This design comes from an exercise in tuning for small area on the open sky130 flow, not from production work.
The RTL was checked by simulation tests, not by an equivalence proof against the original design.
Power figures rest on the tool's default switching activity, not on a simulated workload. No driver is modelled on the clock port, so clocking that relies on it looks cheaper here than on a real chip.

== rev 12 ==
==> flow/design.v (excerpt) <==
module odd_pipe (
    input  logic         clock,
    input  logic         reset,
    input  logic [4:0]   issue_opcode,
    input  logic [127:0] issue_ra,
    input  logic [127:0] issue_rb,
    input  logic [127:0] issue_rt_data,
    input  logic [6:0]   issue_rt_address,
    input  logic [6:0]   issue_i7,
    input  logic [15:0]  issue_i16,
    input  logic [31:0]  issue_pc,
    output logic [142:0] fw_stage1,
    output logic [142:0] fw_stage2,
    output logic [142:0] fw_stage3,
    output logic [142:0] fw_stage4,
    output logic [142:0] fw_stage5,
    output logic [142:0] fw_stage6,
    output logic [142:0] fw_stage7,
    output logic [142:0] result,
    output logic         branch_taken,
    output logic [31:0]  next_pc
);
    logic         perm_b, perm_w;
    logic [127:0] perm_value;
    logic         br_b, br_w;
    logic [17:0]  br_link;
    logic         br_taken;
    logic [17:0]  br_next_pc;
    logic [136:0] stage1_d;
    logic         taken_q;
    logic [17:0]  next_pc_q;
    permute_unit u_permute (
        .reset    (reset),
        .opcode   (issue_opcode),
        .ra       (issue_ra),
        .rb       (issue_rb[7:0]),
        .i7       (issue_i7),
        .is_perm  (perm_w),
        .value    (perm_value)
    );
    branch_unit u_branch (
        .reset    (reset),
        .opcode   (issue_opcode),
        .rt_word  (issue_rt_data[127:96]),
        .i16      (issue_i16),
        .pc       (issue_pc[17:0]),
        .is_branch(br_b),
        .is_link  (br_w),
        .link     (br_link),
        .taken    (br_taken),
        .next_pc  (br_next_pc)
    );
    assign perm_b = 1'b0;
    always_comb
    begin
        stage1_d = {br_b, perm_w | br_w,
                    issue_rt_address & {7{perm_w | br_b}},
                    perm_value | {14'd0, br_link, 96'd0}};
    end
    always_ff @(posedge clock)
    begin
        taken_q   <= br_taken;
        next_pc_q <= br_next_pc;
    end
    assign branch_taken = taken_q;
    assign next_pc      = {14'd0, next_pc_q};
    forward_chain u_chain (
        .clock     (clock),
        .reset     (reset),
        .stage_d   (stage1_d),
  ...
Size in the first run: ~1600 I/O pins, about 44000 um^2 of cells after synthesis.
Settings: LEC_CHECK=0, CAP_MARGIN=20, CORE_AREA=10 10 590 590, DIE_AREA=0 0 600 600, SLEW_MARGIN=20; clock period 8.0 ns.
run.sh (not shown) runs the stock make flow with config.mk's settings and CLKGATE_MAP_FILE= SYNTH_SCRIPT=/design/flow/synth_recipe.tcl, a recipe that flattens the netlist after the stock synthesis.
#### Input delta (rev 13 over rev 12)
Settings: CORE_AREA changed from 10 10 590 590 to 5 5 295 295; DIE_AREA changed from 0 0 600 600 to 0 0 300 300.
==> flow/flow/run.sh (new file) <==
#!/bin/bash
# Standard synthesis and layout, with the smallest buffer on the ports and a
# clock tree without dummy loads. Each step's output goes to its own log here.
set -euo pipefail
bash standard.sh synth > synth.log 2>&1
export BUFFER_PORTS_ARGS="-buffer_cell sky130_fd_sc_hd__buf_1"
export CTS_ARGS="-sink_clustering_enable -repair_clock_nets -dont_use_dummy_load"
bash standard.sh finish > layout.log 2>&1
==> flow/standard.sh (new file) <==
#!/bin/bash
# synth_recipe.tcl (not shown) runs the flow's synth.tcl, then flattens the netlist and writes it again
# the make line also repeats each setting of config.mk as NAME=value (left out here)
make -C /OpenROAD-flow-scripts/flow DESIGN_CONFIG=/design/flow/config.mk WORK_HOME=/design/flow/orfs CLKGATE_MAP_FILE= SYNTH_SCRIPT=/design/flow/synth_recipe.tcl "${@:-finish}"
removed: flow/run.sh
## What came out
Comparing rev 13 against rev 12, there is no change at all in area fraction in compound gates after synthesis.
Rev 13 | ERROR | 3_2_place_iop
Share of cell area taken by muxes after synthesis: rev 12 vs rev 13 identical
What rev 13 reported for height of the die has to be multiplied by 2.0 to get the figure for rev 12.
Proportion of synthesized flip-flops having asynchronous set or reset came out exactly the same in rev 12 and rev 13.
Comparing rev 13 against rev 12, there is no change at all in area share of and/or/nand/nor cells after synthesis.
| cell row count | rev 13 vs rev 12 | 106 lower |
On arithmetic-cell share of the synthesized area counting full adders, half adders and majority gates, rev 12 and rev 13 are basically level.
Diff rev 12 -> rev 13: starting utilization of the core area rose by 39 points, flip-flop and latch count after synthesis stayed essentially flat, average cell area after synthesis stayed essentially flat.


## JK
odd_pipe, a different RTL version from the one above (not shown whole).
Size in the first run: ~1600 I/O pins, about 34000 um^2 of cells after synthesis.
export LEC_CHECK = 0
export CAP_MARGIN = 20
export CORE_AREA = 5 5 265 265
export DIE_AREA = 0 0 270 270
export GPL_ROUTABILITY_DRIVEN = 0
export SLEW_MARGIN = 20
create_clock -name core_clock -period 8.0 [get_ports {clock}]
standard.sh (not shown) runs the stock make flow with config.mk's settings and CLKGATE_MAP_FILE= SYNTH_SCRIPT=/design/flow/synth_recipe.tcl, a recipe that flattens the netlist after the stock synthesis.
==> flow/flow/run.sh <==
#!/bin/bash
# Layout flow:
#  2. the same synthesis again, with the rotator module swapped for a
#     cell-level version (flow/genrot.py);
#  3. the rest of the combinational logic mapped again for area, the
#     rotator's cells, the full and half adders and all registers left as
#     they are;
#  4. the registers checked against the standard synthesis (same names and
#     cells), else the standard netlist is remapped instead;
#  5. the standard layout, with the smallest buffer on the ports, pins one
#     track apart (the clock pin placed first, with room around it:
#     flow/pins.tcl) and a clock tree without dummy loads.
# Each tool's output goes to its own log here.
set -euo pipefail
bash standard.sh synth > synth.log 2>&1

RES=orfs/results/sky130hd/odd_pipe/base
LIB=$FLOW_HOME/platforms/sky130hd/lib/sky130_fd_sc_hd__tt_025C_1v80.lib
cp $RES/1_2_yosys.v 1_2_yosys_standard.v

# 2. synthesis with the cell-level rotator
python3 flow/genrot.py > cells_struct.v
python3 flow/swapmod.py design.v cells_struct.v > design_mine.v
sed "s#$PWD/design.v#$PWD/design_mine.v#" config.mk > config_mine.mk
sed "s#$PWD/config.mk#$PWD/config_mine.mk#g;s#$PWD/orfs#$PWD/orfs_mine#g" standard.sh > standard_mine.sh
bash standard_mine.sh synth > synth_mine.log 2>&1
MINE=orfs_mine/results/sky130hd/odd_pipe/base/1_2_yosys.v

# 3. area remap of the other combinational cells
python3 flow/mkmap.py $LIB cells_map.v > mkmap.log 2>&1
DU=""
for c in $(sed -n 's/^export DONT_USE_CELLS += *//p;/^ *sky130_fd_sc_hd__lpflow/p;/^ *sky130_fd_sc_hd__probe/p' $FLOW_HOME/platforms/sky130hd/config.mk | tr -d '\\'); do
  DU="$DU -dont_use $c"
done
printf 'set_driving_cell sky130_fd_sc_hd__buf_1\nset_load 5\n' > abc.constr
remap() {
  cat > remap_$3.ys <<EOT
read_liberty -lib $LIB
read_verilog $1
hierarchy -top $FLOW_TOP
select -set keep c:u_permute.u_rot.* t:sky130_fd_sc_hd__fa_* t:sky130_fd_sc_hd__ha_*
techmap -map cells_map.v c:* @keep %d
techmap
opt -purge
abc -script $PWD/flow/remap.abc -liberty $LIB $DU -constr $PWD/abc.constr -D 8000
opt_clean -purge
splitnets
opt_clean -purge
hilomap -singleton -hicell sky130_fd_sc_hd__conb_1 HI -locell sky130_fd_sc_hd__conb_1 LO
insbuf -buf sky130_fd_sc_hd__buf_1 A X
opt_clean -purge
write_verilog -noattr -nohex -nodec $2
EOT
  yosys -s remap_$3.ys > remap_$3.log 2>&1
}

# 4. keep the cell-level rotator only if the registers match the standard ones
if remap $MINE remapped_mine.v mine && python3 flow/regcheck.py 1_2_yosys_standard.v remapped_mine.v > regcheck.log 2>&1; then
  cp remapped_mine.v $RES/1_2_yosys.v
else
  remap 1_2_yosys_standard.v remapped_standard.v standard
  python3 flow/regcheck.py 1_2_yosys_standard.v remapped_standard.v > regcheck_standard.log 2>&1
  cp remapped_standard.v $RES/1_2_yosys.v
fi
rm -f $RES/1_synth.odb

# 5. layout
export BUFFER_PORTS_ARGS="-buffer_cell sky130_fd_sc_hd__buf_1"
export CTS_ARGS="-sink_clustering_enable -repair_clock_nets -dont_use_dummy_load -buf_list {sky130_fd_sc_hd__clkbuf_8} -sink_clustering_buffer sky130_fd_sc_hd__clkbuf_16 -sink_clustering_size 30 -sink_clustering_max_diameter 80"
export PLACE_PINS_ARGS="-min_distance 1 -min_distance_in_tracks -corner_avoidance 6"
export PRE_IO_PLACEMENT_TCL=$PWD/flow/pins.tcl
bash standard.sh finish > layout.log 2>&1
Other scripts of this flow, unchanged in this note and not shown: flow/flow/genrot.py, flow/flow/mkmap.py, flow/flow/pins.tcl, flow/flow/regcheck.py, flow/flow/remap.abc, flow/flow/swapmod.py
Setup changes, JK to MS
- DIE_AREA changed from 0 0 270 270 to 0 0 260 260
- CORE_AREA changed from 5 5 265 265 to 5 5 255 255
- GPL_ROUTABILITY_DRIVEN removed (was 0)
--- a/flow/flow/run.sh
+++ b/flow/flow/run.sh
@@ -69 +69 @@
-export CTS_ARGS="-sink_clustering_enable -repair_clock_nets -dont_use_dummy_load -buf_list {sky130_fd_sc_hd__clkbuf_8} -sink_clustering_buffer sky130_fd_sc_hd__clkbuf_16 -sink_clustering_size 30 -sink_clustering_max_diameter 80"
+export CTS_ARGS="-sink_clustering_enable -repair_clock_nets -dont_use_dummy_load -buf_list {sky130_fd_sc_hd__clkbuf_16} -sink_clustering_size 30 -sink_clustering_max_diameter 80"
Notes after the runs:
MS did not finish: a tool error stopped it during 5_1_grt. Diff MS..JK | number of ports placed on the die boundary | negligible. Changes observed in MS relative to JK: worst-case clock buffer depth neither gained nor lost much; number of buffers inserted during clock tree synthesis moved down; starting utilization of the core area rose 4.4 points; post-CTS repair timing setup buffer count saw little to no change.
[inputs] AL vs MS
- swapping 5 5 255 255 for 5 5 265 265 in CORE_AREA
- swapping 0 0 260 260 for 0 0 270 270 in DIE_AREA
--- a/flow/flow/run.sh
+++ b/flow/flow/run.sh
@@ -69 +69 @@
-export CTS_ARGS="-sink_clustering_enable -repair_clock_nets -dont_use_dummy_load -buf_list {sky130_fd_sc_hd__clkbuf_16} -sink_clustering_size 30 -sink_clustering_max_diameter 80"
+export CTS_ARGS="-sink_clustering_enable -dont_use_dummy_load -buf_list {sky130_fd_sc_hd__clkbuf_16} -sink_clustering_size 30 -sink_clustering_max_diameter 80"
Findings:
On area of placed instances, AL tracks MS almost exactly.
Comparing MS against AL, there is no change at all in number of I/O port buffers.
[compare] base=MS new=AL: cell count after placement rose by about 0.5%; post-synthesis average cell area has remained practically unchanged.
Number of placement rows: AL higher than MS
Looking at the reports, AL completed the entire flow and the layout it produced met the timing, DRC and antenna checks.
As far as post-synthesis instance area goes, AL and MS are indistinguishable; the numbers are identical.
[compare] base=MS new=AL: detailed-placement wirelength estimate dropped 3.0%, worst slack at placement shows an increase of 0.0080 ns.
Inputs modified between AL and TR:
--- a/flow/flow/run.sh
+++ b/flow/flow/run.sh
@@ -69 +69 @@
-export CTS_ARGS="-sink_clustering_enable -dont_use_dummy_load -buf_list {sky130_fd_sc_hd__clkbuf_16} -sink_clustering_size 30 -sink_clustering_max_diameter 80"
+export CTS_ARGS="-sink_clustering_enable -repair_clock_nets -dont_use_dummy_load -buf_list {sky130_fd_sc_hd__clkbuf_16} -sink_clustering_size 40 -sink_clustering_max_diameter 50"
==> run notes <==
Of TR and AL, it is TR that has the higher number of global-route vias before repair.
Going from AL to TR, met1 usage in global routing climbed 0.26 points, cell area rose 990 um^2, first-pass GRT wire length rose by 0.88%, final setup slack of the worst path lost 0.061 ns.
## Diff of input files: PW against TR
--- a/flow/flow/run.sh
+++ b/flow/flow/run.sh
@@ -69 +69 @@
-export CTS_ARGS="-sink_clustering_enable -repair_clock_nets -dont_use_dummy_load -buf_list {sky130_fd_sc_hd__clkbuf_16} -sink_clustering_size 40 -sink_clustering_max_diameter 50"
+export CTS_ARGS="-sink_clustering_enable -repair_clock_nets -dont_use_dummy_load -buf_list {sky130_fd_sc_hd__clkbuf_16} -sink_clustering_size 32 -sink_clustering_max_diameter 90"
Findings:
PW | stages: all done | timing, DRC, antenna: all pass
As far as number of sequential storage elements goes, PW and TR are indistinguishable; the numbers are identical.
Min met3 routed wirelength across PW and TR: PW
From TR to PW the numbers moved as follows: average wire per cell in the routed design now sits at about the same level, global-route met1 utilization now sits lower.
PW: global-route usage is 0.60 points lower than what TR reported.
Looking at sequential share of layout area, PW sits above TR.
Going from TR to PW, setup slack now sits higher; highest attainable clock frequency moved up.


The RTL this note starts from:
==> flow/design.v <==
module permute_unit (
    input  logic         reset,
    input  logic [4:0]   opcode,
    input  logic [127:0] ra,
    input  logic [7:0]   rb,
    input  logic [6:0]   i7,
    output logic         is_perm,
    output logic [127:0] value
);
    logic [2:0]   nbits;
    logic [4:0]   nbytes;
    logic         is_shift, is_rot, is_gbb, is_gbh, is_gb;
    logic [127:0] rot_n;
    logic [15:0]  keep_byte;
    logic [6:0]   keep_low;
    logic [127:0] keep;
    logic [15:0]  gather;
    always_comb
    begin
        nbits    = 3'd0;
        nbytes   = 5'd0;
        is_shift = 1'b0;
        is_rot   = 1'b0;
        is_gbb   = 1'b0;
        is_gbh   = 1'b0;
        is_gb    = 1'b0;
        case (opcode)
            5'd1:   begin is_shift = 1'b1; nbits  = rb[2:0]; end
            5'd2:  begin is_shift = 1'b1; nbits  = i7[2:0]; end
            5'd3:   begin is_shift = 1'b1; nbytes = rb[4:0]; end
            5'd4:  begin is_shift = 1'b1; nbytes = i7[4:0]; end
            5'd5: begin is_shift = 1'b1; nbytes = rb[7:3]; end
            5'd6:   begin is_rot = 1'b1;   nbits  = rb[2:0]; end
            5'd7:  begin is_rot = 1'b1;   nbits  = i7[2:0]; end
            5'd8:   begin is_rot = 1'b1;   nbytes = {1'b0, rb[3:0]}; end
            5'd9:  begin is_rot = 1'b1;   nbytes = {1'b0, i7[3:0]}; end
            5'd10: begin is_rot = 1'b1;   nbytes = {1'b0, rb[6:3]}; end
            5'd11:      is_gbb = 1'b1;
            5'd12:      is_gbh = 1'b1;
            5'd13:       is_gb  = 1'b1;
            default: ;
        endcase
    end
    assign is_perm = ~reset & (is_shift | is_rot | is_gbb | is_gbh | is_gb);
    perm_rotator u_rot (
        .ra  (ra),
        .amt ({nbytes[3:0], nbits}),
        .yn  (rot_n)
    );
    always_comb
    begin
        for (int j = 0; j < 16; j++)
            keep_byte[j] = ~reset & (is_rot | (is_shift & ({1'b0, 4'(j)} >= nbytes)));
        for (int i = 0; i < 7; i++)
            keep_low[i] = keep_byte[0] & (is_rot | (3'(i) >= nbits));
        for (int k = 0; k < 128; k++)
            keep[k] = keep_byte[k / 8];
        keep[6:0] = keep_low;
    end
    always_comb
    begin
        gather = '0;
        for (int j = 0; j < 16; j++)
            gather[15 - j] = gather[15 - j] | (is_gbb & ra[120 - 8 * j]);
        for (int j = 0; j < 8; j++)
            gather[7 - j] = gather[7 - j] | (is_gbh & ra[112 - 16 * j]);
        for (int j = 0; j < 4; j++)
            gather[3 - j] = gather[3 - j] | (is_gb & ra[96 - 32 * j]);
        if (reset)
            gather = '0;
    end
    assign value = (~rot_n & keep) | {16'd0, gather, 96'd0};
endmodule
module perm_rotator (
    input  logic [127:0] ra,
    input  logic [6:0]   amt,
    output logic [127:0] yn
);
    logic [127:0] r1, r2, r3, r4, r5, r6, r7;
    assign r1 = amt[3] ? {ra[119:0], ra[127:120]} : ra;
    assign r2 = amt[4] ? {r1[111:0], r1[127:112]} : r1;
    assign r3 = amt[5] ? {r2[95:0],  r2[127:96]}  : r2;
    assign r4 = amt[6] ? {r3[63:0],  r3[127:64]}  : r3;
    assign r5 = amt[0] ? {r4[126:0], r4[127]}     : r4;
    assign r6 = amt[1] ? {r5[125:0], r5[127:126]} : r5;
    assign r7 = amt[2] ? {r6[123:0], r6[127:124]} : r6;
    assign yn = ~r7;
endmodule
module branch_unit (
    input  logic         reset,
    input  logic [4:0]   opcode,
    input  logic [31:0]  rt_word,
    input  logic [15:0]  i16,
    input  logic [17:0]  pc,
    output logic         is_branch,
    output logic         is_link,
    output logic [17:0]  link,
    output logic         taken,
    output logic [17:0]  next_pc
);
    logic [17:0] relative_target;
    logic [17:0] absolute_target;
    logic [17:0] link_pc;
    logic        word_nz, half_nz;
    logic        op_rel, op_abs, op_cond, cond;
    assign relative_target = {pc[17:2] + i16, pc[1:0]};
    assign absolute_target = {i16, 2'b00};
    assign link_pc         = {pc[17:2] + 16'd1, pc[1:0]};
    assign word_nz = |rt_word;
    assign half_nz = |rt_word[15:0];
    always_comb
    begin
        is_branch = 1'b0;
        is_link   = 1'b0;
        op_rel    = 1'b0;
        op_abs    = 1'b0;
        op_cond   = 1'b0;
        cond      = 1'b0;
        case (opcode)
            5'd14:    begin is_branch = 1'b1; op_rel = 1'b1; end
            5'd15:   begin is_branch = 1'b1; op_abs = 1'b1; end
            5'd16:  begin is_branch = 1'b1; op_rel = 1'b1; is_link = 1'b1; end
            5'd17: begin is_branch = 1'b1; op_abs = 1'b1; is_link = 1'b1; end
            5'd18:  begin is_branch = 1'b1; op_cond = 1'b1; cond = word_nz; end
            5'd19:   begin is_branch = 1'b1; op_cond = 1'b1; cond = ~word_nz; end
            5'd20: begin is_branch = 1'b1; op_cond = 1'b1; cond = half_nz; end
            5'd21:  begin is_branch = 1'b1; op_cond = 1'b1; cond = ~half_nz; end
            default: ;
        endcase
        if (reset)
        begin
            is_branch = 1'b0;
            is_link   = 1'b0;
            op_rel    = 1'b0;
            op_abs    = 1'b0;
            op_cond   = 1'b0;
        end
    end
    assign taken = op_rel | op_abs | (op_cond & cond);
    assign link  = is_link ? link_pc : 18'd0;
    always_comb
    begin
        next_pc = '0;
        if (op_rel)
            next_pc = relative_target;
        else if (op_abs)
            next_pc = absolute_target;
        else if (op_cond)
            next_pc = cond ? {relative_target[17:2], 2'b00} : link_pc;
    end
endmodule
module entry_expand (
    input  logic [136:0] c,
    output logic [142:0] entry
);
    logic b, w, v;
    assign b = c[136];
    assign w = c[135];
    assign v = b | w;
    assign entry = {v, b, v, c[127:0], w, c[134:128], 1'b0, w & ~b, 1'b0, b};
endmodule
module forward_chain (
    input  logic                    clock,
    input  logic                    reset,
    input  logic [136:0]            stage_d,    
    output logic [142:0]            fw_stage1,
    output logic [142:0]            fw_stage2,
    output logic [142:0]            fw_stage3,
    output logic [142:0]            fw_stage4,
    output logic [142:0]            fw_stage5,
    output logic [142:0]            fw_stage6,
    output logic [142:0]            fw_stage7,
    output logic [142:0]            result
);
    logic [136:0] stage1_q;
    logic [136:0] stage2_q;
    logic [136:0] stage3_q;
    logic [136:0] stage4_q;
    logic [136:0] stage5_q;
    logic [136:0] stage6_q;
    logic [136:0] stage7_q;
    logic [136:0] result_q;
    always_ff @(posedge clock)
    begin
        stage1_q <= stage_d;
        if (reset)
        begin
            stage2_q <= '0;
            stage3_q <= '0;
            stage4_q <= '0;
            stage5_q <= '0;
            stage6_q <= '0;
            stage7_q <= '0;
            result_q <= '0;
        end
        else
        begin
            stage2_q <= stage1_q;
            stage3_q <= stage2_q;
            stage4_q <= stage3_q;
            stage5_q <= stage4_q;
            stage6_q <= stage5_q;
            stage7_q <= stage6_q;
            result_q <= stage7_q;
        end
    end
    entry_expand u_e1 (.c(stage1_q), .entry(fw_stage1));
    entry_expand u_e2 (.c(stage2_q), .entry(fw_stage2));
    entry_expand u_e3 (.c(stage3_q), .entry(fw_stage3));
    entry_expand u_e4 (.c(stage4_q), .entry(fw_stage4));
    entry_expand u_e5 (.c(stage5_q), .entry(fw_stage5));
    entry_expand u_e6 (.c(stage6_q), .entry(fw_stage6));
    entry_expand u_e7 (.c(stage7_q), .entry(fw_stage7));
    entry_expand u_e8 (.c(result_q), .entry(result));
endmodule
module odd_pipe (
    input  logic         clock,
    input  logic         reset,
    input  logic [4:0]   issue_opcode,
    input  logic [127:0] issue_ra,
    input  logic [127:0] issue_rb,
    input  logic [127:0] issue_rt_data,
    input  logic [6:0]   issue_rt_address,
    input  logic [6:0]   issue_i7,
    input  logic [15:0]  issue_i16,
    input  logic [31:0]  issue_pc,
    output logic [142:0] fw_stage1,
    output logic [142:0] fw_stage2,
    output logic [142:0] fw_stage3,
    output logic [142:0] fw_stage4,
    output logic [142:0] fw_stage5,
    output logic [142:0] fw_stage6,
    output logic [142:0] fw_stage7,
    output logic [142:0] result,
    output logic         branch_taken,
    output logic [31:0]  next_pc
);
    logic         perm_b, perm_w;
    logic [127:0] perm_value;
    logic         br_b, br_w;
    logic [17:0]  br_link;
    logic         br_taken;
    logic [17:0]  br_next_pc;
    logic [136:0] stage1_d;
    logic         taken_q;
    logic [17:0]  next_pc_q;
    permute_unit u_permute (
        .reset    (reset),
        .opcode   (issue_opcode),
        .ra       (issue_ra),
        .rb       (issue_rb[7:0]),
        .i7       (issue_i7),
        .is_perm  (perm_w),
        .value    (perm_value)
    );
    branch_unit u_branch (
        .reset    (reset),
        .opcode   (issue_opcode),
        .rt_word  (issue_rt_data[127:96]),
        .i16      (issue_i16),
        .pc       (issue_pc[17:0]),
        .is_branch(br_b),
        .is_link  (br_w),
        .link     (br_link),
        .taken    (br_taken),
        .next_pc  (br_next_pc)
    );
    assign perm_b = 1'b0;
    always_comb
    begin
        stage1_d = {br_b, perm_w | br_w,
                    issue_rt_address & {7{perm_w | br_b}},
                    perm_value | {14'd0, br_link, 96'd0}};
    end
    always_ff @(posedge clock)
    begin
        taken_q   <= br_taken;
        next_pc_q <= br_next_pc;
    end
    assign branch_taken = taken_q;
    assign next_pc      = {14'd0, next_pc_q};
    forward_chain u_chain (
        .clock     (clock),
        .reset     (reset),
        .stage_d   (stage1_d),
        .fw_stage1 (fw_stage1),
        .fw_stage2 (fw_stage2),
        .fw_stage3 (fw_stage3),
        .fw_stage4 (fw_stage4),
        .fw_stage5 (fw_stage5),
        .fw_stage6 (fw_stage6),
        .fw_stage7 (fw_stage7),
        .result    (result)
    );
endmodule
clock: 8.0 ns
lec_check: 0
cap_margin: 20
core_area: 5 5 295 295
die_area: 0 0 300 300
slew_margin: 20
==> flow/flow/run.sh <==
#!/bin/bash
# Layout flow:
#  2. the same synthesis again, with the rotator module swapped for a
#     cell-level version (flow/genrot.py);
#  3. the rest of the combinational logic mapped again for area, the
#     rotator's cells and all registers left as they are;
#  4. the registers checked against the standard synthesis (same names and
#     cells), else the standard netlist is remapped instead;
#  5. the standard layout, with the smallest buffer on the ports, pins one
#     track apart and a clock tree without dummy loads.
# Each tool's output goes to its own log here.
set -euo pipefail
bash standard.sh synth > synth.log 2>&1

RES=orfs/results/sky130hd/odd_pipe/base
LIB=$FLOW_HOME/platforms/sky130hd/lib/sky130_fd_sc_hd__tt_025C_1v80.lib
cp $RES/1_2_yosys.v 1_2_yosys_standard.v

# 2. synthesis with the cell-level rotator
python3 flow/genrot.py > rot_struct.v
python3 flow/swapmod.py design.v rot_struct.v perm_rotator > design_mine.v
sed "s#$PWD/design.v#$PWD/design_mine.v#" config.mk > config_mine.mk
sed "s#$PWD/config.mk#$PWD/config_mine.mk#g;s#$PWD/orfs#$PWD/orfs_mine#g" standard.sh > standard_mine.sh
bash standard_mine.sh synth > synth_mine.log 2>&1
MINE=orfs_mine/results/sky130hd/odd_pipe/base/1_2_yosys.v

# 3. area remap of the other combinational cells
python3 flow/mkmap.py $LIB cells_map.v > mkmap.log 2>&1
DU=""
for c in $(sed -n 's/^export DONT_USE_CELLS += *//p;/^ *sky130_fd_sc_hd__lpflow/p;/^ *sky130_fd_sc_hd__probe/p' $FLOW_HOME/platforms/sky130hd/config.mk | tr -d '\\'); do
  DU="$DU -dont_use $c"
done
printf 'set_driving_cell sky130_fd_sc_hd__buf_1\nset_load 5\n' > abc.constr
remap() {
  cat > remap_$3.ys <<EOT
read_liberty -lib $LIB
read_verilog $1
hierarchy -top $FLOW_TOP
select -set keep c:u_permute.u_rot.*
techmap -map cells_map.v c:* @keep %d
techmap
opt -purge
abc -script $PWD/flow/remap.abc -liberty $LIB $DU -constr $PWD/abc.constr -D 8000
opt_clean -purge
splitnets
opt_clean -purge
hilomap -singleton -hicell sky130_fd_sc_hd__conb_1 HI -locell sky130_fd_sc_hd__conb_1 LO
insbuf -buf sky130_fd_sc_hd__buf_1 A X
opt_clean -purge
write_verilog -noattr -nohex -nodec $2
EOT
  yosys -s remap_$3.ys > remap_$3.log 2>&1
}

# 4. keep the cell-level rotator only if the registers match the standard ones
if remap $MINE remapped_mine.v mine && python3 flow/regcheck.py 1_2_yosys_standard.v remapped_mine.v > regcheck.log 2>&1; then
  cp remapped_mine.v $RES/1_2_yosys.v
else
  remap 1_2_yosys_standard.v remapped_standard.v standard
  python3 flow/regcheck.py 1_2_yosys_standard.v remapped_standard.v > regcheck_standard.log 2>&1
  cp remapped_standard.v $RES/1_2_yosys.v
fi
rm -f $RES/1_synth.odb

# 5. layout
export BUFFER_PORTS_ARGS="-buffer_cell sky130_fd_sc_hd__buf_1"
export CTS_ARGS="-sink_clustering_enable -repair_clock_nets -dont_use_dummy_load -buf_list {sky130_fd_sc_hd__clkbuf_8} -sink_clustering_size 20 -sink_clustering_max_diameter 60"
export PLACE_PINS_ARGS="-min_distance 1 -min_distance_in_tracks"
bash standard.sh finish > layout.log 2>&1
Other scripts of this flow, unchanged in this note and not shown: flow/flow/genrot.py, flow/flow/mkmap.py, flow/flow/regcheck.py, flow/flow/remap.abc, flow/flow/swapmod.py
The starting point produced a clean layout.
Rerun with:
--- a/flow/flow/run.sh
+++ b/flow/flow/run.sh
@@ -67 +67 @@
-export CTS_ARGS="-sink_clustering_enable -repair_clock_nets -dont_use_dummy_load -buf_list {sky130_fd_sc_hd__clkbuf_8} -sink_clustering_size 20 -sink_clustering_max_diameter 60"
+export CTS_ARGS="-sink_clustering_enable -repair_clock_nets -dont_use_dummy_load -buf_list {sky130_fd_sc_hd__clkbuf_8} -sink_clustering_size 16 -sink_clustering_max_diameter 50"
Result:
- The changed run completed without violations
- power climbs by 3.1%
- combinational power hardly moves
- sequential cell count does not change
- first-iteration DRC count drops by 3.3%
- wire length climbs by 0.43%
- final area climbs by 0.67%
- setup slack gets better by 12 ps
- sequential power is about the same
- critical path depth stays the same
Rerun with:
--- a/flow/flow/run.sh
+++ b/flow/flow/run.sh
@@ -67 +67 @@
-export CTS_ARGS="-sink_clustering_enable -repair_clock_nets -dont_use_dummy_load -buf_list {sky130_fd_sc_hd__clkbuf_8} -sink_clustering_size 16 -sink_clustering_max_diameter 50"
+export CTS_ARGS="-sink_clustering_enable -repair_clock_nets -dont_use_dummy_load -buf_list {sky130_fd_sc_hd__clkbuf_16} -sink_clustering_size 30 -sink_clustering_max_diameter 80"
Global-route usage fell by 0.35 points; register-to-register slack improved by 40 ps; combinational power barely changes; final area fell slightly; synthesized cell count is unchanged; synthesized area is unchanged; hold slack improved by 24 ps; clock skew fell by 46 ps; power fell slightly; sequential cell count stays the same.

## static timing again, ports no longer ideal
No port has a modelled driver above. Below, the same layouts with a new extraction and two added sets of constraints.
Step 1 assumes that a clkbuf_16 drives the clock port and a buf_2 every other input.
Step 2 times the ports against the registers' clock, not the clock port: input delays grow and output delays shrink by t, the midpoint of the rising clock arrivals with the driver on.
a / b / c = no drivers / after step 1 / after step 2; a / b = the first two.
run	t (ns)	setup WS [ns]	worst setup path after step 2
rev 12	0.859	1.726 / 1.734 / 0.875	input to register
JK	0.775	0.599 / 0.624 / -0.151	input to register
AL	0.653	0.592 / 0.597 / -0.057	input to register
TR	0.666	0.531 / 0.536 / -0.131	input to register
PW	0.639	0.621 / 0.624 / -0.015	input to register
the first run of note 3	0.745	1.593 / 1.598 / 0.854	input to register
the second run of note 3	0.770	1.606 / 1.606 / 0.836	input to register
the third run of note 3	0.659	1.532 / 1.533 / 0.874	input to register
With both steps, setup timing fails in JK, AL, TR and PW, where it was met with ideal ports. The setup slack of rev 12, which loses most, moves by +0.008 ns with the drivers and by -0.851 ns with both steps.
